What follows belongs to an exercise in optimizing a design on an open flow for small area and a short achievable clock period; a production flow would make more cautious choices. Power figures rest on the tool's default switching activity, not on a simulated workload.

Setup of before:
// pipe_mul
module pipe_mul #(
    parameter int XLEN   = 32,
    parameter int STAGES = 4,
    parameter int TAG_W  = 4
) (
    input  logic                clk_i,
    input  logic                rst_i,
    input  logic                req_i,
    input  logic                flush_i,
    input  logic [1:0]          op_i,
    input  logic [XLEN-1:0]     a_i,
    input  logic [XLEN-1:0]     b_i,
    input  logic [TAG_W-1:0]    tag_i,
    output logic                ready_o,
    output logic [XLEN-1:0]     result_o,
    output logic [2*XLEN-1:0]   product_o,
    output logic [TAG_W-1:0]    tag_o,
    output logic                busy_o
);
Settings: LEC_CHECK=0, ABC_AREA=1, CAP_MARGIN=20, CORE_MARGIN=2, CORE_UTILIZATION=40, CTS_BUF_LIST=sky130_fd_sc_hd__clkbuf_4 sky130_fd_sc_hd__clkbuf_8, CTS_CLUSTER_DIAMETER=40, CTS_CLUSTER_SIZE=16, SETUP_SLACK_MARGIN=5, SLEW_MARGIN=20, SYNTH_HIERARCHICAL=1; clock period 8.5 ns.
standard.sh (not shown) runs the stock make flow with config.mk's settings and CLKGATE_MAP_FILE= SYNTH_SCRIPT=/design/flow/synth_recipe.tcl, a recipe that flattens the netlist after the stock synthesis.
==> flow/flow/run.sh <==
#!/bin/bash
# Standard layout with plain buf_2 port buffers and a clock tree without
# dummy loads; timing repair aims past the design's period (the SDC and its
# period are unchanged).
export BUFFER_PORTS_ARGS="-buffer_cell sky130_fd_sc_hd__buf_2"
export CTS_ARGS="-sink_clustering_enable -repair_clock_nets -sink_clustering_size 16 -sink_clustering_max_diameter 40 -buf_list {sky130_fd_sc_hd__clkbuf_4 sky130_fd_sc_hd__clkbuf_8} -dont_use_dummy_load"
bash standard.sh SETUP_SLACK_MARGIN=5.3 finish > standard.log 2>&1
before finished every step from synthesis to the final layout, and the layout passed the timing, design-rule and antenna checks.
What after does differently from before at the input level:
--- a/flow/design.v
+++ b/flow/design.v
@@ -4627,29 +4627,31 @@
         r3_w1641 <= w1641;
         r3_w1643 <= w1643;
         r3_w1642 <= w1642;
         r1_w3 <= w3;
         r2_r1_w3 <= r1_w3;
         r3_r2_r1_w3 <= r2_r1_w3;
     end
     logic [63:0] w_prod;
     assign w_prod = {w2192, w2191, w2190, w2189, w2188, w2187, w2186, w2185, w2184, w2183, w2182, w2181, w2180, w2179, w2178, w2177, w2176, w2175, w2174, w2173, w2172, w2171, w2170, w2169, w2168, w2167, w2166, w2165, w2164, w2163, w2162, w2161, w2160, w2159, w2158, w2157, w2156, w2155, w2154, w2153, w2152, w2151, w2150, w2149, w2148, w2147, w2146, w2145, w2144, w2143, w2142, w2141, w1752, r3_w1655, r3_w1653, r3_w1651, r3_w1649, r3_w1647, r3_w1645, r3_r2_w1139, r3_r2_w1137, r3_r2_w1135, r3_r2_w1133, r3_r2_w1131};
-    logic w_ld, w_hold, r_sel_lo, r_sel_hi;
+    logic w_ld, w_hold;
+    logic [3:0] r_sel_lo;
     assign w_ld   = rst_i & r_vld[3] & ~flush_i;
     assign w_hold = rst_i & ~(r_vld[3] & ~flush_i);
     always_ff @(posedge clk_i) begin
         ready_o   <= w_ld;
-        r_sel_lo  <= (r3_r2_r1_w3 & w_ld) | (r_sel_lo & w_hold);
-        r_sel_hi  <= (~r3_r2_r1_w3 & w_ld) | (r_sel_hi & w_hold);
+        r_sel_lo  <= ({4{r3_r2_r1_w3}} & {4{w_ld}}) | (r_sel_lo & {4{w_hold}});
         tag_o     <= (r_tag[3] & {4{w_ld}}) | (tag_o & {4{w_hold}});
         product_o <= (w_prod & {64{w_ld}}) | (product_o & {64{w_hold}});
     end
-    assign result_o = (product_o[31:0] & {32{r_sel_lo}}) | (product_o[63:32] & {32{r_sel_hi}});
+    for (genvar k = 0; k < 32; k++) begin : g_res
+        assign result_o[k] = r_sel_lo[k / 8] ? product_o[k] : product_o[k + 32];
+    end
 endmodule
 module pm_fa (
     input  logic a,
     input  logic b,
     input  logic c,
     output logic s,
     output logic co
 );
     assign s  = a ^ b ^ c;
### Flow results
Having completed the whole flow, after delivered a layout that passed the timing, design-rule and antenna checks.
after — number of setup buffers added after CTS 11 lower, before as reference
Compared with before, after shows routed length on met3 that has gone down by a little under 10%.
Taking before as the reference, in after met2 wire length shows an increase of about 3.6%, critical path's largest stage delay shows no meaningful change, number of antenna violations at the first check in global routing lower, end-of-flow core utilization fell 0.57 points.
In after the leakage power turned out about 0.8% higher than in before.
On first-iteration DRC count, after does worse than before.
after gives less clock group share of total power than before did.
Between after and before, the clock-cell share of area is lower for after.
after against before; combined area of the multi-input logic cells is up slightly.
Of after and before, it is after that has the lower synthesized cell count.
Function was not checked in any run of this note: the RTL went through the layout flow alone.

## afterwards: timing with drivers on the ports
The results above use ideal ports. As a check the final layouts listed here were re-extracted and re-timed, cells and wires unchanged. Step 1: set_driving_cell puts a clkbuf_16 on clk_i and a buf_2 on each other input, an assumption about the parent block. Step 2 adds t to the input delays and takes it off the output delays; t is the mean of the earliest and latest rising clock arrival at the registers after step 1. Input paths then give back, and output paths get back, about the clock's delay inside the block. Three values: ideal, step 1, step 2; two values: the first two.
run	t, ns	setup WS [ns]	slew at the worst register clock pin (ns)
before	0.706	5.099 / 5.034 / 4.892	0.09 / 0.09
after	0.740	5.160 / 5.096 / 5.000	0.09 / 0.09
After both steps every run listed still meets setup and hold. For before, which loses most, drivers alone change the setup slack by -0.065 ns; drivers and shift together by -0.207 ns.
